Background: an optimization exercise with open tools, aiming at small area, a short achievable clock period and few clock cycles. Do not read the settings as production practice.
The RTL of this run was laid out without a check of its function.
Power is estimated from default activity; no workload was simulated.

File: flow/config.mk
export PLATFORM = sky130hd
export DESIGN_NAME = double_clap_toggle_detector
export DESIGN_NICKNAME = double_clap_toggle_detector
export VERILOG_FILES = /design/flow/design.v
export SDC_FILE = /design/flow/constraint.sdc
export NUM_CORES = 4
export LEC_CHECK = 0
export CAP_MARGIN = 20
export CORE_MARGIN = 2
export CORE_UTILIZATION = 40
export PLACE_DENSITY = 0.6
export SETUP_SLACK_MARGIN = 2.6
export SLEW_MARGIN = 20
File: flow/constraint.sdc
create_clock -name core_clock -period 5.5 [get_ports {clk}]
set_input_delay 1.1000 -clock core_clock [delete_from_list [all_inputs] [get_ports {clk}]]
set_output_delay 1.1000 -clock core_clock [all_outputs]
set_load 0.01 [all_outputs]
File: flow/design.v
package dctd_pkg;
  localparam int STAMP_W = 32;
  localparam int GAP_W   = 16;
  localparam int PADDR_W = 3;
  localparam int DEPTH   = 16;
  localparam logic [GAP_W-1:0] MIN_GAP_RESET = 16'd400;
  localparam logic [GAP_W-1:0] MAX_GAP_RESET = 16'd1000;
  localparam int QDEPTH = 8;
  localparam logic REG_MIN_GAP = 1'b0;
  localparam logic REG_MAX_GAP = 1'b1;
endpackage
module dctd_ring (
  input  logic                                              clk,
  input  logic                                              push,     
  input  logic                                              rotate,   
  input  logic [dctd_pkg::STAMP_W-1:0]                      din,
  output logic [dctd_pkg::DEPTH-1:0][dctd_pkg::STAMP_W-1:0] slot
);
  localparam int N = dctd_pkg::DEPTH;
  always_ff @(posedge clk) begin
    if (push || rotate) begin
      slot[0] <= rotate ? slot[N-1] : din;
      for (int e = 1; e < N; e++) slot[e] <= slot[e-1];
    end
  end
endmodule
module dctd_win (
  input  logic [15:0]      v_hi,
  input  logic [15:0]      v_lo,
  input  logic [15:0]      s_hi,
  input  logic [15:0]      s_hi_far,  
  input  logic [3:0][15:0] b_lo,      
  output logic [2:0]       rel,       
  output logic [3:0]       c          
);
  function automatic logic gt16(input logic [15:0] a, input logic [15:0] b);
    logic [15:0] d, g;
    logic [7:0]  d1, g1;
    logic [3:0]  d2, g2;
    logic [1:0]  d3, g3;
    logic        r;
    d = a ^ b;
    g = a;
    for (int i = 0; i < 8; i++) begin
      d1[i] = d[2*i+1] | d[2*i];
      g1[i] = d[2*i+1] ? g[2*i+1] : g[2*i];
    end
    for (int i = 0; i < 4; i++) begin
      d2[i] = d1[2*i+1] | d1[2*i];
      g2[i] = d1[2*i+1] ? g1[2*i+1] : g1[2*i];
    end
    for (int i = 0; i < 2; i++) begin
      d3[i] = d2[2*i+1] | d2[2*i];
      g3[i] = d2[2*i+1] ? g2[2*i+1] : g2[2*i];
    end
    r = (d3[1] | d3[0]) & (d3[1] ? g3[1] : g3[0]);
    gt16 = r;
  endfunction
  logic [15:0] z;
  logic        upper_eq;
  logic        near;
  logic        far;
  assign z        = v_hi ^ s_hi;
  assign upper_eq = ~(|z[15:1]);
  assign near     = upper_eq && z[0];
  assign far      = (z == s_hi_far);
  assign rel[0] = s_hi[0] ? near : far;
  assign rel[1] = upper_eq && !z[0];
  assign rel[2] = s_hi[0] ? far : near;
  assign c[0] = gt16(v_lo, b_lo[0]);
  assign c[1] = gt16(b_lo[1], v_lo);
  assign c[2] = gt16(v_lo, b_lo[2]);
  assign c[3] = gt16(b_lo[3], v_lo);
endmodule
module dctd_win_fold (
  input  logic [2:0] rel,
  input  logic [3:0] c,
  input  logic [3:0] b_hi,
  output logic       hit
);
  logic       rm, rz, rp;
  logic [3:0] ok;    
  assign {rp, rz, rm} = rel;
  assign ok[0] = b_hi[0] ? (rz || rp || (rm && c[0])) : (rp || (rz && c[0]));
  assign ok[1] = b_hi[1] ? (rm && c[1])               : (rm || (rz && c[1]));
  assign ok[2] = b_hi[2] ? (rp && c[2])               : (rp || (rz && c[2]));
  assign ok[3] = b_hi[3] ? (rm || rz || (rp && c[3])) : (rm || (rz && c[3]));
  assign hit = (ok[0] && ok[1]) || (ok[2] && ok[3]);
endmodule
module dctd_ctrl (
  input  logic                         clk,
  input  logic                         rst,
  input  logic                         in_valid,
  output logic                         in_stall,
  input  logic [dctd_pkg::STAMP_W-1:0] event_time_ms,
  input  logic [dctd_pkg::GAP_W-1:0]   min_gap,
  input  logic [dctd_pkg::GAP_W-1:0]   max_gap,
  input  logic                         cfg_wr,
  output logic                         out_valid,
  input  logic                         out_stall,
  output logic                         load_on,
  output logic                         toggled
);
  localparam int N  = dctd_pkg::DEPTH;
  localparam int SW = dctd_pkg::STAMP_W;
  localparam int QD = dctd_pkg::QDEPTH;
  logic [N-1:0][SW-1:0] slot;
  logic [N-1:0]         valid;
  logic       sc_busy;
  logic [1:0] sc_ph;
  logic [4:0] sc_left;
  logic [3:0] rot;
  logic [4:0] sc_left_dec;
  logic [3:0] rot_inc;
  logic       sc_cmp;
  logic       busy_d;
  assign sc_left_dec = (sc_left != 5'd0) ? sc_left - 5'd1 : 5'd0;
  assign rot_inc     = rot + 4'd1;
  assign sc_cmp      = sc_busy && (sc_ph == 2'd2);
  assign busy_d      = cfg_wr || (sc_busy && !(sc_cmp && sc_left_dec == 5'd0 && rot_inc == 4'd0));
  always_ff @(posedge clk) begin
    if (rst) begin
      sc_busy <= 1'b0;
      sc_ph   <= '0;
      sc_left <= '0;
      rot     <= '0;
    end else begin
      sc_busy <= busy_d;
      if (sc_cmp) rot <= rot_inc;
      if (cfg_wr) begin
        sc_ph   <= '0;
        sc_left <= 5'd16;
      end else if (sc_busy) begin
        sc_ph <= (sc_ph == 2'd2) ? 2'd0 : sc_ph + 2'd1;
        if (sc_cmp) sc_left <= sc_left_dec;
      end
    end
  end
  logic          a_v;
  logic [SW-1:0] s_q;
  logic          accept;
  assign accept = in_valid && !in_stall;
  always_ff @(posedge clk) begin
    if (sc_busy) s_q <= valid[N-1] ? slot[N-1] : '0;
    else         s_q <= event_time_ms;
  end
  always_ff @(posedge clk) begin
    if (rst) a_v <= 1'b0;
    else     a_v <= accept;
  end
  logic               push;
  logic               b_v;
  logic [SW-1:0]      s2_q;
  logic               s2_zero;
  logic               same_q;
  logic [15:0]        sh_far;
  logic [3:0][15:0]   b_lo;
  logic [3:0]         b_hi;
  logic [3:0][16:0]   bnd;
  assign bnd[0] = {1'b0, s_q[15:0]} - {1'b0, max_gap};
  assign bnd[1] = {1'b0, s_q[15:0]} - {1'b0, min_gap};
  assign bnd[2] = {1'b0, s_q[15:0]} + {1'b0, min_gap};
  assign bnd[3] = {1'b0, s_q[15:0]} + {1'b0, max_gap};
  always_ff @(posedge clk) begin
    s2_q    <= s_q;
    s2_zero <= (s_q == '0);
    same_q  <= push ? (s_q == s2_q) : (s_q == slot[0]);
    sh_far  <= s_q[16] ? (s_q[31:16] ^ (s_q[31:16] + 16'd1)) : (s_q[31:16] ^ (s_q[31:16] - 16'd1));
    for (int k = 0; k < 4; k++) begin
      b_lo[k] <= bnd[k][15:0];
      b_hi[k] <= bnd[k][16];
    end
  end
  always_ff @(posedge clk) begin
    if (rst) b_v <= 1'b0;
    else     b_v <= a_v;
  end
  logic [N-2:0][2:0] rel;
  logic [N-2:0][3:0] cmp;
  logic [2:0]        rel_z;
  logic [3:0]        cmp_z;
  for (genvar e = 0; e < N - 1; e++) begin : g_win
    dctd_win u_win (
      .v_hi    (slot[e][31:16]),
      .v_lo    (slot[e][15:0]),
      .s_hi    (s2_q[31:16]),
      .s_hi_far(sh_far),
      .b_lo    (b_lo),
      .rel     (rel[e]),
      .c       (cmp[e])
    );
  end
  logic z_upper;
  assign z_upper  = ~(|s2_q[31:17]);
  assign rel_z[0] = s2_q[16] ? z_upper : (s2_q[31:16] == sh_far);
  assign rel_z[1] = z_upper && !s2_q[16];
  assign rel_z[2] = s2_q[16] && (s2_q[31:16] == sh_far);
  assign cmp_z[0] = 1'b0;
  assign cmp_z[1] = |b_lo[1];
  assign cmp_z[2] = 1'b0;
  assign cmp_z[3] = |b_lo[3];
  assign push = b_v && !same_q;
  dctd_ring u_ring (
    .clk   (clk),
    .push  (push),
    .rotate(sc_cmp),
    .din   (s2_q),
    .slot  (slot)
  );
  logic              r_v;
  logic [N-2:0][2:0] rel_q;
  logic [N-2:0][3:0] cmp_q;
  logic [2:0]        rel_zq;
  logic [3:0]        cmp_zq;
  logic [3:0]        r_hi;
  logic              r_zero;
  logic              r_shift;
  logic              r_acc;
  logic [N-2:0]      r_incl;
  logic [N-2:0]      w;
  logic              wz;
  always_ff @(posedge clk) begin
    rel_q   <= rel;
    cmp_q   <= cmp;
    rel_zq  <= rel_z;
    cmp_zq  <= cmp_z;
    r_hi    <= b_hi;
    r_zero  <= s2_zero;
    r_shift <= push || sc_cmp;
    for (int e = 0; e < N - 1; e++) r_incl[e] <= !(sc_cmp && rot == 4'(e + 1));
  end
  for (genvar e = 0; e < N - 1; e++) begin : g_fold
    dctd_win_fold u_fold (
      .rel (rel_q[e]),
      .c   (cmp_q[e]),
      .b_hi(r_hi),
      .hit (w[e])
    );
  end
  dctd_win_fold u_fold_zero (
    .rel (rel_zq),
    .c   (cmp_zq),
    .b_hi(r_hi),
    .hit (wz)
  );
  logic         c_v;
  logic [N-2:0] w_q;
  logic         wz_q;
  logic         c_zero;
  logic         shift_a;   
  logic         shift_b;   
  logic         sc_acc;
  logic [N-2:0] incl;
  logic [N:0]   vbits;
  logic [N-2:0] vold;
  logic [N-2:0] w_sel;
  logic         w_any;
  logic         fold;
  logic         dup;
  logic         written;
  logic         hit;
  logic         clr_q;
  logic         pair_q;
  logic         load_q;
  logic [N:0]   v_clr;
  logic [N:0]   v_res;
  logic         res_v;
  logic [1:0]   res_q;
  always_ff @(posedge clk) begin
    w_q     <= w;
    wz_q    <= wz;
    c_zero  <= r_zero;
    shift_a <= r_shift;
    shift_b <= push || sc_cmp;
    incl    <= r_incl;
  end
  assign vold = shift_a ? (shift_b ? vbits[N:2] : vbits[N-1:1])
                        : (shift_b ? vbits[N-1:1] : vbits[N-2:0]);
  for (genvar e = 0; e < N - 1; e++) begin : g_sel
    assign w_sel[e] = incl[e] && (vold[e] ? w_q[e] : wz_q);
  end
  assign w_any   = |w_sel;
  assign fold    = clr_q ? wz_q : w_any;
  assign dup     = (vold[0] && !clr_q) ? !shift_a : c_zero;
  assign written = c_v && !dup;
  assign hit     = written && (pair_q || fold);
  assign v_clr = clr_q ? '0 : vbits;
  assign v_res = v_clr | ({{N{1'b0}}, written} << shift_b);
  always_ff @(posedge clk) begin
    if (rst) begin
      r_v    <= 1'b0;
      r_acc  <= 1'b0;
      c_v    <= 1'b0;
      sc_acc <= 1'b0;
      clr_q  <= 1'b0;
      pair_q <= 1'b0;
      load_q <= 1'b0;
      res_v  <= 1'b0;
      vbits  <= '0;
    end else begin
      r_v    <= b_v;
      r_acc  <= sc_cmp && rot != 4'd0 && !cfg_wr;
      c_v    <= r_v;
      sc_acc <= r_acc && !cfg_wr;
      clr_q  <= hit;
      res_v  <= written;
      if (cfg_wr)               pair_q <= 1'b0;
      else if (sc_acc && w_any) pair_q <= 1'b1;
      else if (hit)             pair_q <= 1'b0;
      if (hit) load_q <= !load_q;
      if (sc_cmp)    vbits <= {v_res[N-1], v_res[N-2:0], v_res[N-1]};
      else if (push) vbits <= {v_res[N-1:0], 1'b0};
      else           vbits <= v_res;
    end
  end
  assign valid = vbits[N-1:0];
  always_ff @(posedge clk) begin
    res_q <= {load_q ^ hit, hit};
  end
  logic [QD-1:0][1:0] q;
  logic [QD-1:0][1:0] q_keep;
  logic [QD-1:0][1:0] q_pop;
  logic [3:0]         cnt;
  logic [3:0]         cnt_c;
  logic               drop_q;
  logic [3:0]         base;   
  logic               pop;
  logic               stall_d;
  assign pop   = out_valid && !out_stall;
  assign cnt_c = cnt + {3'b0, res_v};
  for (genvar i = 0; i < QD; i++) begin : g_q
    assign q_keep[i] = (res_v && cnt == 4'(i)) ? res_q : q[i];
    if (i < QD - 1) begin : g_next
      assign q_pop[i] = (res_v && cnt == 4'(i + 1)) ? res_q : q[i+1];
    end else begin : g_last
      assign q_pop[i] = q[i];
    end
  end
  always_ff @(posedge clk) begin
    q <= pop ? q_pop : q_keep;
  end
  assign stall_d = accept ? (base >= 4'(QD - 1)) : (base >= 4'(QD));
  always_ff @(posedge clk) begin
    if (rst) base <= '0;
    else     base <= base + {3'b0, accept} - {3'b0, pop} - {3'b0, drop_q};
  end
  always_ff @(posedge clk) begin
    if (rst) drop_q <= 1'b0;
    else     drop_q <= c_v && !written;
  end
  always_ff @(posedge clk) begin
    if (rst) begin
      cnt       <= '0;
      out_valid <= 1'b0;
      in_stall  <= 1'b0;
    end else begin
      cnt       <= pop ? cnt_c - 4'd1 : cnt_c;
      out_valid <= pop ? (cnt_c >= 4'd2) : (cnt_c != 4'd0);
      in_stall  <= busy_d || stall_d;
    end
  end
  assign load_on = q[0][1];
  assign toggled = q[0][0];
endmodule
module double_clap_toggle_detector (
  input  logic                         clk,
  input  logic                         rst,
  input  logic                         psel,
  input  logic                         penable,
  input  logic                         pwrite,
  input  logic [dctd_pkg::PADDR_W-1:0] paddr,
  input  logic [31:0]                  pwdata,
  output logic [31:0]                  prdata,
  output logic                         pready,
  input  logic                         in_valid,
  output logic                         in_stall,
  input  logic [dctd_pkg::STAMP_W-1:0] event_time_ms,
  output logic                         out_valid,
  input  logic                         out_stall,
  output logic                         load_on,
  output logic                         toggled
);
  localparam int GW = dctd_pkg::GAP_W;
  logic [GW-1:0] min_gap_ms;
  logic [GW-1:0] max_gap_ms;
  logic          cfg_wr;
  assign pready = 1'b1;
  assign cfg_wr = psel && penable && pwrite;
  always_ff @(posedge clk) begin
    if (rst) begin
      min_gap_ms <= dctd_pkg::MIN_GAP_RESET;
      max_gap_ms <= dctd_pkg::MAX_GAP_RESET;
    end else if (cfg_wr) begin
      if (paddr[2] == dctd_pkg::REG_MAX_GAP) max_gap_ms <= pwdata[GW-1:0];
      else                                   min_gap_ms <= pwdata[GW-1:0];
    end
  end
  assign prdata = {{(32-GW){1'b0}}, (paddr[2] == dctd_pkg::REG_MAX_GAP) ? max_gap_ms : min_gap_ms};
  dctd_ctrl u_ctrl (
    .clk          (clk),
    .rst          (rst),
    .in_valid     (in_valid),
    .in_stall     (in_stall),
    .event_time_ms(event_time_ms),
    .min_gap      (min_gap_ms),
    .max_gap      (max_gap_ms),
    .cfg_wr       (cfg_wr),
    .out_valid    (out_valid),
    .out_stall    (out_stall),
    .load_on      (load_on),
    .toggled      (toggled)
  );
endmodule
File: flow/run.sh
#!/bin/bash
# synth_recipe.tcl (not shown) runs the flow's synth.tcl, then flattens the netlist and writes it again
# the make line also repeats each setting of config.mk as NAME=value (left out here)
make -C /OpenROAD-flow-scripts/flow DESIGN_CONFIG=/design/flow/config.mk WORK_HOME=/design/flow/orfs CLKGATE_MAP_FILE= SYNTH_SCRIPT=/design/flow/synth_recipe.tcl finish
==> results.txt <==
- The run finished with no timing, DRC or antenna violations.
- The antenna violation net count after detailed routing is 0.
- Measured along the y axis, the die boundary spans approximately 370 um.
- The number of buffers on the longest clock path is 3.
- The HPWL after detailed placement is 128 mm.
- For this run, asynchronously set or reset flops after synthesis account for 0.
- The initial utilization of the core area, before any placement, comes to 0.403.
- Prior to clock tree synthesis, the placed netlist has a worst setup slack of roughly 1.3 ns.
- The min-delay analysis places its worst path in the category reg -> reg.
- The data required time of the worst path is 6.17 ns.
- In the final routed layout, each cell accounts on average for about 25 um.
- The max-slew violation count is 0.
- After detailed routing, the number of remaining DRC violations is 0.
- The number of port buffers is 75.
- The largest net degree at the start of global routing is 80.
- After global routing the overflow that remains totals 0.
- Of the available clock period, the critical path in the final layout requires 0.621.
- The setup TNS is 0 ns.
- The max-capacitance violation count is 0.
- The timing-limited maximum frequency is a little under 300 MHz.
- For the pin with the worst max-slew slack, the measured transition is 1.10 ns.
- The worst-case headroom to the max-slew limit is 0.259.
- The clock latency on the worst-skew pair is 0.74 ns.
- The cell count after placement is around 7200.
- The number of cells produced by synthesis is between 5000 and 6000.
- For this design the static power due to leakage is 22.9 nW.
- Routability-driven placement finished with a final weighted congestion of ~0.97.
- For the worst setup path, the data arrival time is a little over 4 ns.
- The core region is between 100000 and 150000 um2.
- Setup repair after global routing could not meet its margin everywhere.
- The die width is ~370 um.
- The CTS buffer count is around 100.
- The total power density per cell area is roughly 350 nW/um2.
- During synthesis, Yosys emitted a total of 4 warnings.
- For this run, the register share of the synthesized area comes to 0.432.
- The root buffer cell is clkbuf_16.
- In this run, synthesis inferred around 520 flip-flops with an integrated enable.
- The post-synthesis cell type count is 86.
- The area of the die is 140000 um2.
- The H-tree was split into 3 levels.
- Relative to the synthesized area, the layout overhead comes to 17.4%.
- The flop and latch count out of synthesis is slightly above 900.
- Of the cells placed in the final design, the portion with a size suffix greater than 1 is 0.173.
- In this run the mean area of a mapped cell was between 9 and 10 um2.
- Total power for the finished layout comes to between 20 and 25 mW.
- The post-detailed-routing wire length is between 150 and 200 mm.
- Using the TritonRoute via totals, the vias-per-cell ratio works out to roughly 5.9.
- The total routing resource utilization after global routing is 0.263.
- The count of non-filler cells in the finished layout is 7543.
- Along the worst path, the maximum fanout reaches 5.
- The initial antenna violation count came to 7.
- STA classifies the critical path endpoint as a flop.
- The hold path startpoint is u_ctrl.r_zero$_DFF_P_.
- Clock tree synthesis found a total of 923 sinks.
- The worst setup path is launched from a flop.
- The startpoint identified for the worst register-to-register timing path is u_ctrl.b_lo[32]$_DFF_P_.
- Across the VDD grid, the largest voltage drop is about 0.3 mV.
- TritonCTS built the clock tree.
- The number of iterations in the first detailed-routing pass is 10.
- The final critical-path setup slack is roughly 2.1 ns.
- The combined flip-flop and latch cell area is between 20000 and 25000 um2.
- The main flop type after synthesis is edfxtp_1.
- The final clock skew is between 0.05 and 0.06 ns.
- The final period demand of the worst path is 3.41 ns.
- The final count of negative-setup-slack endpoints is 0.
- The hold violation count in the final report is 0.
- Fill cells in the final layout number between 10000 and 15000.
- Summing all multi-input logic gate instances after layout gives 30000 um2.
- around 110 I/O pins were placed.
- The number of global-route vias before repair came to around 43000.
- The first global-routing pass estimated ~280 mm of wire.
- The worst setup path category is reg -> reg.
- The count of nets after finishing is just under 6000.
- The detailed router placed around 45000 vias in this run.
- The launching instance or port of the critical path is u_ctrl.b_lo[32]$_DFF_P_.
- On the final layout, the worst hold slack is ~0.32 ns.
- Clock-pin slew was measured on the worst setup and hold paths at around 0.06 ns.
- In this run, the number of DRC markers left after iteration 0 of detailed routing was between 5000 and 6000.
- The cell area after synthesis is 54700 um2.
- Row generation in the floorplan step produced around 140 rows.
==> synth_stat cells (135+ instances only) <==
library cell | count | share of area
a21oi_1 | 317 | 0.029
clkbuf_1 | 292 | 0.020
dfxtp_1 | 407 | 0.15
edfxtp_1 | 516 | 0.28
inv_1 | 293 | 0.020
maj3_1 | 348 | 0.064
nand2_1 | 433 | 0.030
nand4_1 | 135 | 0.015
nor2_1 | 224 | 0.015
o21ai_0 | 301 | 0.028
xnor2_1 | 525 | 0.084
xor2_1 | 444 | 0.071
==> area by class of cell <==
class | count | area share
multi-input combinational | 3965 | 0.467
sequential | 923 | 0.369
timing repair buffer | 366 | 0.0551
clock buffer | 137 | 0.0456
tap | 1781 | 0.0347
inverter | 311 | 0.0196
clock inverter | 55 | 0.00814
timing repair inverter | 2 | 0.000253
antenna | 3 | 0.000117
==> cells by family (layout without fill, tap and decap cells) <==
| group | Yosys count | in the layout | synth area share |
|---|---|---|---|
| and+or+nand+nor | 1214 | 1215 | 0.108 |
| AOI/OAI and AO/OA | 1167 | 1167 | 0.134 |
| xor gates and xnor gates | 969 | 969 | 0.155 |
| DFF | 923 | 923 | 0.432 |
| buffers and inverters | 737 | 871 | 0.0537 |
| adders and majority gates | 517 | 517 | 0.102 |
| muxes | 80 | 80 | 0.0152 |
| other | 2 | 20 | 0.000137 |
==> placed cells by master (no fill, tap or decap), drive strengths merged, types with 80 or more instances in the layout <==
cell,n
xnor2,525
buf,291
a21oi,317
nor4,118
inv,301
nor2,224
o22ai,92
clkbuf,137
edfxtp,516
nand2,433
ha,96
o21ai,306
nand4,135
dfxtp,407
nand2b,80
maj3,415
xor2,444
==> final timing paths <==
| check | endpoint | slack (ns) | cells after the start |
|---|---|---|---|
| worst max-delay path | u_ctrl.cmp_q[42]$_DFF_P_ | 2.09 | 13 |
| worst min-delay path | u_ctrl.c_zero$_DFF_P_ | 0.32 | 0 |
| worst max register to register | u_ctrl.cmp_q[42]$_DFF_P_ | 2.09 | 13 |
| worst min register to register | u_ctrl.c_zero$_DFF_P_ | 0.32 | 0 |
==> registers in the layout (all words and copies together) (netlist names), 3 cells and up <==
name                cells
u_ctrl.b_hi             4
u_ctrl.cnt              4
u_ctrl.r_incl          15
u_ctrl.w_q             15
u_ctrl.rel_q           45
u_ctrl.cmp_q           60
u_ctrl.sh_far          15
u_ctrl.s2_q            32
u_ctrl.sc_left          5
min_gap_ms             16
u_ctrl.u_ring.slot    512
u_ctrl.rel_zq           3
u_ctrl.vbits           17
u_ctrl.r_hi             4
u_ctrl.q               16
u_ctrl.base             4
u_ctrl.s_q             32
u_ctrl.rot              4
u_ctrl.b_lo            62
max_gap_ms             16
u_ctrl.incl            15
==> report_power, final <==
group          switching (mW)  internal, mW  total (mW)
clock                    3.08          3.97        7.05
sequential              0.671          7.83        8.50
combinational            4.10          2.94        7.04
total                    7.85          14.7        22.6
==> through the flow <==
| stage | instance area [um2] | utilization |
|---|---|---|
| after floorplan | 55000 | - |
| after global placement | 57200 | 0.422 |
| after detailed placement | 57200 | 0.422 |
| after CTS | 63200 | 0.466 |
| after global routing | 64200 | 0.474 |
| final | 64200 | 0.474 |
==> per-layer routing <==
metal / vias to the layer above / share of wire / GRT usage
met3: 480 / 0.094 / 0.0514
met2: 2375 / 0.44 / 0.403
met1: 21800 / 0.41 / 0.354
met5: - / 0 / 0
li1: 20100 / - / -
met4: 0 / 0.053 / 0.128
==> what timing repair did <==
item	in CTS	in global routing
pin swaps	217	210
hold buffers	0	0
buffers inserted	138	41
hold endpoints to repair	0	0
endpoints found under the setup margin	444	336
gates cloned	6	0
resized for setup	372	180
==> worst max-delay path: stages (launching register included) <==
cell,delay (ns)
dfxtp_4,0.36
buf_12,0.13
buf_12,0.13
buf_4,0.13
nand2b_4,0.12
maj3_2,0.30
maj3_2,0.30
maj3_2,0.30
maj3_2,0.29
maj3_2,0.30
maj3_2,0.31
maj3_2,0.35
a21oi_2,0.13
or2_1,0.16

-- afterwards: timing with drivers on the ports --
In the flow no input, the clock included, has a driving cell. The finished layout below was timed again as built, in two steps.
Step 1, drivers: a clkbuf_16 drives clk and a buf_2 each remaining input, both assumed.
Step 2 moves the port delays by t, midway between the first and last clock arrival at a register: inputs arrive t later, outputs are due t later. That takes back most of the time a late clock gives input paths.
Three values: ideal ports, drivers, drivers and shift; two values: the first two.
t, ns: 0.802
setup WS [ns]: 2.087 / 2.087 / 2.002
cell pins on the clock port's net: 1
After both steps setup and hold are still met in this run. For this run, drivers alone change the setup slack by 0.000 ns; drivers and shift together by -0.085 ns.
